From an optimization exercise on the open Yosys and OpenROAD flow, aimed at small area, a short achievable clock period and few clock cycles per item; shortcuts taken in it are not production practice. Where RTL was checked, it was by simulation tests only, not by an equivalence proof against the original.

==> job 3969: inputs <==
==> flow/design.v (excerpt) <==
module recombination_row_generator_core (
    input  logic                          clk,
    input  logic                          rst_n,
    input  logic                          in_valid,
    output logic                          in_stall,
    input  logic [rrg_pkg::GENO_W-1:0]    parent_a,
    input  logic [rrg_pkg::GENO_W-1:0]    parent_b,
    output logic                          out_valid,
    input  logic                          out_stall,
    output logic [rrg_pkg::GENO_W-1:0]    zygote,
    output logic [rrg_pkg::PROB_W-1:0]    probability,
    output logic                          last,
    input  logic                          cfg_valid,
    output logic                          cfg_ready,
    input  logic [rrg_pkg::CFG_IDX_W-1:0] cfg_index,
    input  logic [rrg_pkg::RATE_W-1:0]    cfg_data
);
clock: 11.0 ns
lec_check: 0
cap_margin: 20
core_margin: 2
core_utilization: 40
slew_margin: 20
standard.sh (not shown) runs the stock make flow with config.mk's settings and CLKGATE_MAP_FILE= SYNTH_SCRIPT=/design/flow/synth_recipe.tcl, a recipe that flattens the netlist after the stock synthesis.
==> flow/flow/run.sh <==
#!/bin/bash
# Standard layout with a larger setup repair margin, full log kept here.
bash standard.sh SETUP_SLACK_MARGIN=7 finish > standard.log 2>&1
==> inputs of job 5916, as changes to job 3969 <==
--- a/flow/design.v
+++ b/flow/design.v
@@ -446,13 +446,13 @@
     logic              s_valid;
     logic [31:0]       s_sel;
     logic              s_dbl;
     logic [GENO_W-1:0] s_zyg;
     logic              s_last;
     logic              t_valid;
-    logic [LEAF_W-1:0] t_sum [8];
+    logic [LEAF_W-1:0] t_sum [6];
     logic              t_dbl;
     logic [GENO_W-1:0] t_zyg;
     logic              t_last;
     logic              v_valid;
     logic [15:0]       v_a, v_b;
     logic              v_dbl;
@@ -587,18 +587,19 @@
         assign term[2*i+1] = s_sel[2*i] ? LEAF_W'(ln[i]) : '0;
     end
     function automatic logic [31:0] csa16(input logic [15:0] a, input logic [15:0] b,
                                           input logic [15:0] c);
         csa16 = {((a & b) | (a & c) | (b & c)) << 1, a ^ b ^ c};
     endfunction
-    function automatic logic [63:0] red16(input logic [255:0] t);
+    function automatic logic [47:0] red16(input logic [255:0] t);
         logic [15:0] a [16];
         logic [15:0] b [11];
         logic [15:0] c [8];
         logic [15:0] d [6];
         logic [15:0] e [4];
+        logic [15:0] f [2];
         for (int i = 0; i < 16; i++)
             a[i] = t[16*i +: 16];
         {b[1], b[0]} = csa16(a[0],  a[1],  a[2]);
         {b[3], b[2]} = csa16(a[3],  a[4],  a[5]);
         {b[5], b[4]} = csa16(a[6],  a[7],  a[8]);
         {b[7], b[6]} = csa16(a[9],  a[10], a[11]);
@@ -612,49 +613,45 @@
         {d[1], d[0]} = csa16(c[0], c[1], c[2]);
         {d[3], d[2]} = csa16(c[3], c[4], c[5]);
         d[4] = c[6];
         d[5] = c[7];
         {e[1], e[0]} = csa16(d[0], d[1], d[2]);
         {e[3], e[2]} = csa16(d[3], d[4], d[5]);
-        red16 = {e[3], e[2], e[1], e[0]};
+        {f[1], f[0]} = csa16(e[0], e[1], e[2]);
+        red16 = {e[3], f[1], f[0]};
     endfunction
     logic [255:0] grp [2];
     for (genvar i = 0; i < 16; i++)
     begin : g_grp
         assign grp[0][16*i +: 16] = term[i];
         assign grp[1][16*i +: 16] = term[16 + i];
     end
-    logic [63:0] rows [2];
+    logic [47:0] rows [2];
     assign rows[0] = red16(grp[0]);
     assign rows[1] = red16(grp[1]);
     always_ff @(posedge clk)
     begin
         if (go && s_valid)
         begin
-            for (int r = 0; r < 4; r++)
+            for (int r = 0; r < 3; r++)
             begin
                 t_sum[r]     <= rows[0][16*r +: 16];
-                t_sum[4 + r] <= rows[1][16*r +: 16];
+                t_sum[3 + r] <= rows[1][16*r +: 16];
             end
             t_dbl  <= s_dbl;
             t_zyg  <= s_zyg;
             t_last <= s_last;
         end
     end
-    logic [15:0] h [6];
-    logic [15:0] k4 [4];
+    logic [15:0] h [4];
     logic [15:0] k3 [3];
     logic [15:0] k2 [2];
     assign {h[1], h[0]}   = csa16(t_sum[0], t_sum[1], t_sum[2]);
     assign {h[3], h[2]}   = csa16(t_sum[3], t_sum[4], t_sum[5]);
-    assign h[4]           = t_sum[6];
-    assign h[5]           = t_sum[7];
-    assign {k4[1], k4[0]} = csa16(h[0], h[1], h[2]);
-    assign {k4[3], k4[2]} = csa16(h[3], h[4], h[5]);
-    assign {k3[1], k3[0]} = csa16(k4[0], k4[1], k4[2]);
-    assign k3[2]          = k4[3];
+    assign {k3[1], k3[0]} = csa16(h[0], h[1], h[2]);
+    assign k3[2]          = h[3];
     assign {k2[1], k2[0]} = csa16(k3[0], k3[1], k3[2]);
     always_ff @(posedge clk)
     begin
         if (go && t_valid)
         begin
             v_a    <= k2[0];
==> flow/flow/run.sh (replaced) <==
#!/bin/bash
# Standard layout with a larger setup repair margin, full log kept here.
bash standard.sh SETUP_SLACK_MARGIN=7.5 finish > standard.log 2>&1
==> inputs of job 6221, as changes to job 3969 <==
==> flow/flow/run.sh (replaced) <==
#!/bin/bash
# Standard layout with a larger setup repair margin, full log kept here.
bash standard.sh SETUP_SLACK_MARGIN=7.5 finish > standard.log 2>&1
==> inputs of job 8504, as changes to job 3969 <==
--- a/flow/design.v
+++ b/flow/design.v
@@ -446,13 +446,13 @@
     logic              s_valid;
     logic [31:0]       s_sel;
     logic              s_dbl;
     logic [GENO_W-1:0] s_zyg;
     logic              s_last;
     logic              t_valid;
-    logic [LEAF_W-1:0] t_sum [8];
+    logic [LEAF_W-1:0] t_sum [6];
     logic              t_dbl;
     logic [GENO_W-1:0] t_zyg;
     logic              t_last;
     logic              v_valid;
     logic [15:0]       v_a, v_b;
     logic              v_dbl;
@@ -587,18 +587,19 @@
         assign term[2*i+1] = s_sel[2*i] ? LEAF_W'(ln[i]) : '0;
     end
     function automatic logic [31:0] csa16(input logic [15:0] a, input logic [15:0] b,
                                           input logic [15:0] c);
         csa16 = {((a & b) | (a & c) | (b & c)) << 1, a ^ b ^ c};
     endfunction
-    function automatic logic [63:0] red16(input logic [255:0] t);
+    function automatic logic [47:0] red16(input logic [255:0] t);
         logic [15:0] a [16];
         logic [15:0] b [11];
         logic [15:0] c [8];
         logic [15:0] d [6];
         logic [15:0] e [4];
+        logic [15:0] f [2];
         for (int i = 0; i < 16; i++)
             a[i] = t[16*i +: 16];
         {b[1], b[0]} = csa16(a[0],  a[1],  a[2]);
         {b[3], b[2]} = csa16(a[3],  a[4],  a[5]);
         {b[5], b[4]} = csa16(a[6],  a[7],  a[8]);
         {b[7], b[6]} = csa16(a[9],  a[10], a[11]);
@@ -612,49 +613,45 @@
         {d[1], d[0]} = csa16(c[0], c[1], c[2]);
         {d[3], d[2]} = csa16(c[3], c[4], c[5]);
         d[4] = c[6];
         d[5] = c[7];
         {e[1], e[0]} = csa16(d[0], d[1], d[2]);
         {e[3], e[2]} = csa16(d[3], d[4], d[5]);
-        red16 = {e[3], e[2], e[1], e[0]};
+        {f[1], f[0]} = csa16(e[0], e[1], e[2]);
+        red16 = {e[3], f[1], f[0]};
     endfunction
     logic [255:0] grp [2];
     for (genvar i = 0; i < 16; i++)
     begin : g_grp
         assign grp[0][16*i +: 16] = term[i];
         assign grp[1][16*i +: 16] = term[16 + i];
     end
-    logic [63:0] rows [2];
+    logic [47:0] rows [2];
     assign rows[0] = red16(grp[0]);
     assign rows[1] = red16(grp[1]);
     always_ff @(posedge clk)
     begin
         if (go && s_valid)
         begin
-            for (int r = 0; r < 4; r++)
+            for (int r = 0; r < 3; r++)
             begin
                 t_sum[r]     <= rows[0][16*r +: 16];
-                t_sum[4 + r] <= rows[1][16*r +: 16];
+                t_sum[3 + r] <= rows[1][16*r +: 16];
             end
             t_dbl  <= s_dbl;
             t_zyg  <= s_zyg;
             t_last <= s_last;
         end
     end
-    logic [15:0] h [6];
-    logic [15:0] k4 [4];
+    logic [15:0] h [4];
     logic [15:0] k3 [3];
     logic [15:0] k2 [2];
     assign {h[1], h[0]}   = csa16(t_sum[0], t_sum[1], t_sum[2]);
     assign {h[3], h[2]}   = csa16(t_sum[3], t_sum[4], t_sum[5]);
-    assign h[4]           = t_sum[6];
-    assign h[5]           = t_sum[7];
-    assign {k4[1], k4[0]} = csa16(h[0], h[1], h[2]);
-    assign {k4[3], k4[2]} = csa16(h[3], h[4], h[5]);
-    assign {k3[1], k3[0]} = csa16(k4[0], k4[1], k4[2]);
-    assign k3[2]          = k4[3];
+    assign {k3[1], k3[0]} = csa16(h[0], h[1], h[2]);
+    assign k3[2]          = h[3];
     assign {k2[1], k2[0]} = csa16(k3[0], k3[1], k3[2]);
     always_ff @(posedge clk)
     begin
         if (go && t_valid)
         begin
             v_a    <= k2[0];
==> flow/flow/run.sh (replaced) <==
#!/bin/bash
# Standard layout with a larger setup repair margin, full log kept here.
bash standard.sh SETUP_SLACK_MARGIN=7.25 finish > standard.log 2>&1
==> comparison <==
Of job 8504 and job 3969, job 8504 has the higher utilization (gap 0.46 points). In critical path depth, job 6221 and job 5916 do not differ. The lowest first-iteration DRC count belongs to job 3969, the highest to job 8504. Non-clock buffer count: job 3969 < job 6221 < job 8504 < job 5916.
Testbench counts of job 5916, summed over its fixed seeds: cycles 13,000, pairs 240.
Testbench counts of job 8504, summed over its fixed seeds: cycles 13,000, pairs 240.
Only the layout flow was run in job 3969 and job 6221; the RTL was not checked for function there.

---

==> run F: inputs <==
recombination_row_generator_core, a different RTL version from the one above (not shown whole).
==> flow/config.mk <==
export PLATFORM = sky130hd
export DESIGN_NAME = recombination_row_generator_core
export DESIGN_NICKNAME = recombination_row_generator_core
export VERILOG_FILES = /design/flow/design.v
export SDC_FILE = /design/flow/constraint.sdc
export NUM_CORES = 4
export LEC_CHECK = 0
export CAP_MARGIN = 20
export CORE_MARGIN = 2
export CORE_UTILIZATION = 40
export SLEW_MARGIN = 20
==> flow/constraint.sdc <==
create_clock -name core_clock -period 11.0 [get_ports {clk}]
set_input_delay 2.2000 -clock core_clock [delete_from_list [all_inputs] [get_ports {clk}]]
set_output_delay 2.2000 -clock core_clock [all_outputs]
set_load 0.01 [all_outputs]
==> flow/flow/run.sh <==
#!/bin/bash
# Standard layout with a larger setup repair margin, full log kept here.
bash standard.sh SETUP_SLACK_MARGIN=7 finish > standard.log 2>&1
==> run Z (differences from run F) <==
--- a/flow/design.v
+++ b/flow/design.v
@@ -108,13 +108,13 @@
     logic [RATE_W-1:0] i_s3, i_s4;
     logic [1:0]        i_pd;         
     logic              m_v;
     logic [2:0]        m_k;
     logic [PROB_W-1:0] m_p;
     logic [RATE_W-1:0] m_r;
-    logic [31:0]       m_a, m_b, m_c;
+    logic [31:0]       m_a, m_b;
     logic [RATE_W-1:0] m_s3, m_s4;
     logic [1:0]        m_pd;
     logic              n_v;
     logic [2:0]        n_k;
     logic [PROB_W-1:0] n_p;
     logic [RATE_W-1:0] n_cross;
@@ -124,17 +124,12 @@
     logic              u_v;
     logic [2:0]        u_k;
     logic [RATE_W-1:0] u_cross;
     logic [PROB_W-1:0] u_nocross;
     logic [RATE_W-1:0] u_s3, u_s4;
     logic [1:0]        u_pd;
-    logic [PROB_W-1:0] root_nc;
-    always_ff @(posedge clk)
-    begin
-        root_nc <= PROB_ONE - PROB_W'(reff[0]);
-    end
     logic              sp_v;
     logic [RATE_W-1:0] sp_p;
     logic [31:0] pp [16];
     for (genvar i = 0; i < 16; i++)
     begin : g_pp
         assign pp[i] = i_r[i] ? (32'(i_p[RATE_W-1:0]) << i) : 32'd0;
@@ -145,12 +140,13 @@
     endfunction
     logic [31:0] r1 [11];
     logic [31:0] r2 [8];
     logic [31:0] r3 [6];
     logic [31:0] r4 [4];
     logic [31:0] r5 [3];
+    logic [31:0] r6 [2];
     assign {r1[1],  r1[0]}  = csa(pp[0],  pp[1],  pp[2]);
     assign {r1[3],  r1[2]}  = csa(pp[3],  pp[4],  pp[5]);
     assign {r1[5],  r1[4]}  = csa(pp[6],  pp[7],  pp[8]);
     assign {r1[7],  r1[6]}  = csa(pp[9],  pp[10], pp[11]);
     assign {r1[9],  r1[8]}  = csa(pp[12], pp[13], pp[14]);
     assign r1[10] = pp[15];
@@ -164,41 +160,39 @@
     assign r3[4] = r2[6];
     assign r3[5] = r2[7];
     assign {r4[1],  r4[0]}  = csa(r3[0], r3[1], r3[2]);
     assign {r4[3],  r4[2]}  = csa(r3[3], r3[4], r3[5]);
     assign {r5[1],  r5[0]}  = csa(r4[0], r4[1], r4[2]);
     assign r5[2] = r4[3];
+    assign {r6[1],  r6[0]}  = csa(r5[0], r5[1], r5[2]);
     logic [31:0]       m_prod;
-    logic [31:0]       m_x, m_y;
-    assign {m_y, m_x} = csa(m_a, m_b, m_c);
-    assign m_prod = m_x + m_y;
+    assign m_prod = m_a + m_b;
     logic [PROB_W-1:0] n_nocross;
     assign n_nocross = n_p - PROB_W'(n_cross) - PROB_W'(n_sticky);
     logic              w_v;
     logic [2:0]        w_k;
     logic [PROB_W-1:0] w_p;
     logic [RATE_W-1:0] w_s3, w_s4;
     logic [1:0]        w_pd;
     logic              w_spawn;
     logic              leaf_ev;
-    logic leaf_ev_q;
-    assign leaf_ev = leaf_ev_q;
+    assign leaf_ev = u_v && (u_k == 3'd4);
     always_comb
     begin
         w_v     = u_v;
         w_k     = u_k;
         w_p     = u_nocross;
         w_s3    = u_s3;
         w_s4    = u_s4;
         w_pd    = u_pd;
         w_spawn = 1'b0;
-        if (st == 3'd1 || st == 3'd3)
+        if (st == 3'd0 || st == 3'd2)
         begin
             w_v  = 1'b1;
             w_k  = 3'd1;
-            w_p  = (st == 3'd1) ? root_nc : PROB_W'(reff[0]);
+            w_p  = (st == 3'd0) ? (PROB_ONE - PROB_W'(reff[0])) : PROB_W'(reff[0]);
             w_pd = '0;
         end
         else if (!u_v)
         begin
             w_v  = sp_v;
             w_k  = 3'd2;
@@ -253,13 +247,13 @@
     logic [LEAF_W-2:0] ln [16];
     logic              l0_top;
     logic eng_restart;
     logic eng_done;
     logic leaf_ok_nx;
     assign eng_restart = cfg_valid;
-    assign eng_done    = eng_run && st == 3'd5 && !i_v && !m_v && !n_v && !u_v && !sp_v;
+    assign eng_done    = eng_run && st == 3'd4 && !i_v && !m_v && !n_v && !u_v && !sp_v;
     assign leaf_ok_nx  = !eng_restart && (leaf_ok || eng_done);
     always_ff @(posedge clk or negedge rst_n)
     begin
         if (!rst_n)
         begin
             eng_run <= 1'b1;
@@ -267,38 +261,35 @@
             st      <= 3'd0;
             i_v     <= 1'b0;
             m_v     <= 1'b0;
             n_v     <= 1'b0;
             u_v     <= 1'b0;
             sp_v    <= 1'b0;
-            leaf_ev_q <= 1'b0;
         end
         else if (eng_restart)
         begin
             eng_run <= 1'b1;
             leaf_ok <= 1'b0;
             st      <= 3'd0;
             i_v     <= 1'b0;
             m_v     <= 1'b0;
             n_v     <= 1'b0;
             u_v     <= 1'b0;
             sp_v    <= 1'b0;
-            leaf_ev_q <= 1'b0;
         end
         else
         begin
-            leaf_ev_q <= n_v && (n_k == 3'd4);
-            if (st != 3'd5)
+            if (st != 3'd4)
                 st <= st + 3'd1;
             i_v <= w_v;
             m_v <= i_v;
             n_v <= m_v;
             u_v <= n_v;
             if (w_spawn)
                 sp_v <= 1'b1;
-            else if (!u_v && st == 3'd5)
+            else if (!u_v && st == 3'd4)
                 sp_v <= 1'b0;
             if (eng_done)
             begin
                 eng_run <= 1'b0;
                 leaf_ok <= 1'b1;
             end
@@ -312,15 +303,14 @@
         i_s3 <= w_s3;
         i_s4 <= w_s4;
         i_pd <= w_pd;
         m_k  <= i_k;
         m_p  <= i_p;
         m_r  <= i_r;
-        m_a  <= r5[0];
-        m_b  <= r5[1];
-        m_c  <= r5[2];
+        m_a  <= r6[0];
+        m_b  <= r6[1];
         m_s3 <= i_s3;
         m_s4 <= i_s4;
         m_pd <= i_pd;
         n_k      <= m_k;
         n_p      <= m_p;
         n_cross  <= m_p[RATE_W] ? m_r : m_prod[31:16];
@@ -489,77 +479,35 @@
         end
         else
         begin : g_rest
             assign term[2*i+1] = s_sel[2*i+1] ? LEAF_W'(ln[i]) : '0;
         end
     end
-    function automatic logic [31:0] csa16(input logic [15:0] a, input logic [15:0] b,
-                                          input logic [15:0] c);
-        csa16 = {((a & b) | (a & c) | (b & c)) << 1, a ^ b ^ c};
-    endfunction
-    function automatic logic [31:0] red16(input logic [255:0] t);
-        logic [15:0] a [16];
-        logic [15:0] b [11];
-        logic [15:0] c [8];
-        logic [15:0] d [6];
-        logic [15:0] e [4];
-        logic [15:0] f [3];
-        logic [15:0] g [2];
-        for (int i = 0; i < 16; i++)
-            a[i] = t[16*i +: 16];
-        {b[1], b[0]} = csa16(a[0],  a[1],  a[2]);
-        {b[3], b[2]} = csa16(a[3],  a[4],  a[5]);
-        {b[5], b[4]} = csa16(a[6],  a[7],  a[8]);
-        {b[7], b[6]} = csa16(a[9],  a[10], a[11]);
-        {b[9], b[8]} = csa16(a[12], a[13], a[14]);
-        b[10] = a[15];
-        {c[1], c[0]} = csa16(b[0], b[1], b[2]);
-        {c[3], c[2]} = csa16(b[3], b[4], b[5]);
-        {c[5], c[4]} = csa16(b[6], b[7], b[8]);
-        c[6] = b[9];
-        c[7] = b[10];
-        {d[1], d[0]} = csa16(c[0], c[1], c[2]);
-        {d[3], d[2]} = csa16(c[3], c[4], c[5]);
-        d[4] = c[6];
-        d[5] = c[7];
-        {e[1], e[0]} = csa16(d[0], d[1], d[2]);
-        {e[3], e[2]} = csa16(d[3], d[4], d[5]);
-        {f[1], f[0]} = csa16(e[0], e[1], e[2]);
-        f[2] = e[3];
-        {g[1], g[0]} = csa16(f[0], f[1], f[2]);
-        red16 = {g[1], g[0]};
-    endfunction
-    logic [255:0] grp [2];
-    for (genvar i = 0; i < 16; i++)
-    begin : g_grp
-        assign grp[0][16*i +: 16] = term[i];
-        assign grp[1][16*i +: 16] = term[16 + i];
-    end
-    logic [31:0] rows [2];
-    assign rows[0] = red16(grp[0]);
-    assign rows[1] = red16(grp[1]);
+    logic [LEAF_W-1:0] psum [4];
+    for (genvar q = 0; q < 4; q++)
+    begin : g_psum
+        assign psum[q] = term[8*q]   + term[8*q+1] + term[8*q+2] + term[8*q+3]
+                       + term[8*q+4] + term[8*q+5] + term[8*q+6] + term[8*q+7];
+    end
     always_ff @(posedge clk)
     begin
         if (adv && s_valid)
         begin
-            t_sum[0] <= rows[0][15:0];
-            t_sum[1] <= rows[0][31:16];
-            t_sum[2] <= rows[1][15:0];
-            t_sum[3] <= rows[1][31:16];
+            for (int q = 0; q < 4; q++)
+            begin
+                t_sum[q] <= psum[q];
+            end
             t_zero <= s_zero;
             t_dbl  <= s_dbl;
             t_zyg  <= s_zyg;
             t_last <= s_last;
         end
     end
     logic [LEAF_W-1:0] sum;
     logic [PROB_W-1:0] prob_calc;
-    logic [15:0] o_a, o_b, o_c, o_d;
-    assign {o_b, o_a} = csa16(t_sum[0], t_sum[1], t_sum[2]);
-    assign {o_d, o_c} = csa16(o_a, o_b, t_sum[3]);
-    assign sum = o_c + o_d;
+    assign sum = t_sum[0] + t_sum[1] + t_sum[2] + t_sum[3];
     always_comb
     begin
         if (t_zero)
             prob_calc = '0;
         else if (t_dbl)
             prob_calc = {sum, 1'b0};
==> flow/run.sh (new file) <==
#!/bin/bash
# synth_recipe.tcl (not shown) runs the flow's synth.tcl, then flattens the netlist and writes it again
# the make line also repeats each setting of config.mk as NAME=value (left out here)
make -C /OpenROAD-flow-scripts/flow DESIGN_CONFIG=/design/flow/config.mk WORK_HOME=/design/flow/orfs CLKGATE_MAP_FILE= SYNTH_SCRIPT=/design/flow/synth_recipe.tcl finish
removed: flow/flow/run.sh
removed: flow/standard.sh
==> qor summary <==
Outcome: run F finished clean; run Z finished clean
Inserted tap cell count: run F 1,890; run Z 1,903
Xor and xnor fraction of the mapped netlist area: run F 1.585%; run Z 1.945%
Beginning of the worst hold path: run F m_p[0]; run Z m_s3[7]
Layout fillers: run F 12,520; run Z 13,000
Global placer's final weighted congestion: run F 0.8013; run Z 0.8544
Cell type of the slowest stage on the worst timing path: run F sky130_fd_sc_hd__fa_2; run Z sky130_fd_sc_hd__edfxtp_1
Minimum clock period after layout: run F 4216 ps; run Z 5320 ps
Share of synthesized flip-flops with an asynchronous set or reset: run F 8.749%; run Z 8.895%
Setup repair after global routing missed its margin: run F true; run Z false
Mean cell area of the mapped netlist: run F 13.55 um^2; run Z 12.75 um^2
Slack of the worst reg-to-reg path: run F 6780 ps; run Z 5680 ps
Initial Utilization: run F 40.26%; run Z 40.39%
Clock buffer instance count of the final layout: run F 153; run Z 148
CP arrival: run F 4660 ps; run Z 5750 ps
Routed met2 length: run F 54,600 um; run Z 61,710 um
Post-Synth Adder-Cell Area: run F 25.27%; run Z 24.20%
Cell depth of the worst flop-to-flop path: run F 11; run Z 17
Cell Rows: run F 138; run Z 139
Proportion of cell area occupied by registers: run F 46.45%; run Z 45.64%
Detailed Routing Iterations Pass 1: run F 5; run Z 8
Count of vias placed by the detailed router: run F 30,170; run Z 32,430
Testbench counts of run F, summed over its fixed seeds: cycles 13,160, pairs 240.
Only the layout flow was run in run Z; the RTL was not checked for function there.

==> re-timing with driven ports <==
How much do the figures lean on ideal ports? The routed layouts below were timed once more, with nothing changed but the port constraints. Step 1, drivers: a clkbuf_16 drives clk and a buf_2 each remaining input, both assumed. Step 2 moves the port delays by t, midway between the first and last clock arrival at a register: inputs arrive t later, outputs are due t later. That takes back most of the time a late clock gives input paths. Three values: ideal ports, drivers, drivers and shift; two values: the first two.
run | t (ns) | setup slack, ns | worst setup path at the end
job 3969 | 0.826 | 7.092 / 7.039 / 6.321 | input to register
job 5916 | 0.817 | 7.363 / 7.289 / 6.758 | input to register
job 6221 | 0.834 | 7.304 / 7.226 / 6.755 | input to register
job 8504 | 0.822 | 7.332 / 7.266 / 6.560 | input to register
run F | 0.776 | 6.784 / 6.784 / 6.481 | input to register
run Z | 0.752 | 5.680 / 5.680 / 5.680 | register to register
After both steps setup and hold are still met in every run listed. The setup slack of job 8504, which loses most, moves by -0.066 ns with the drivers and by -0.772 ns with both steps.
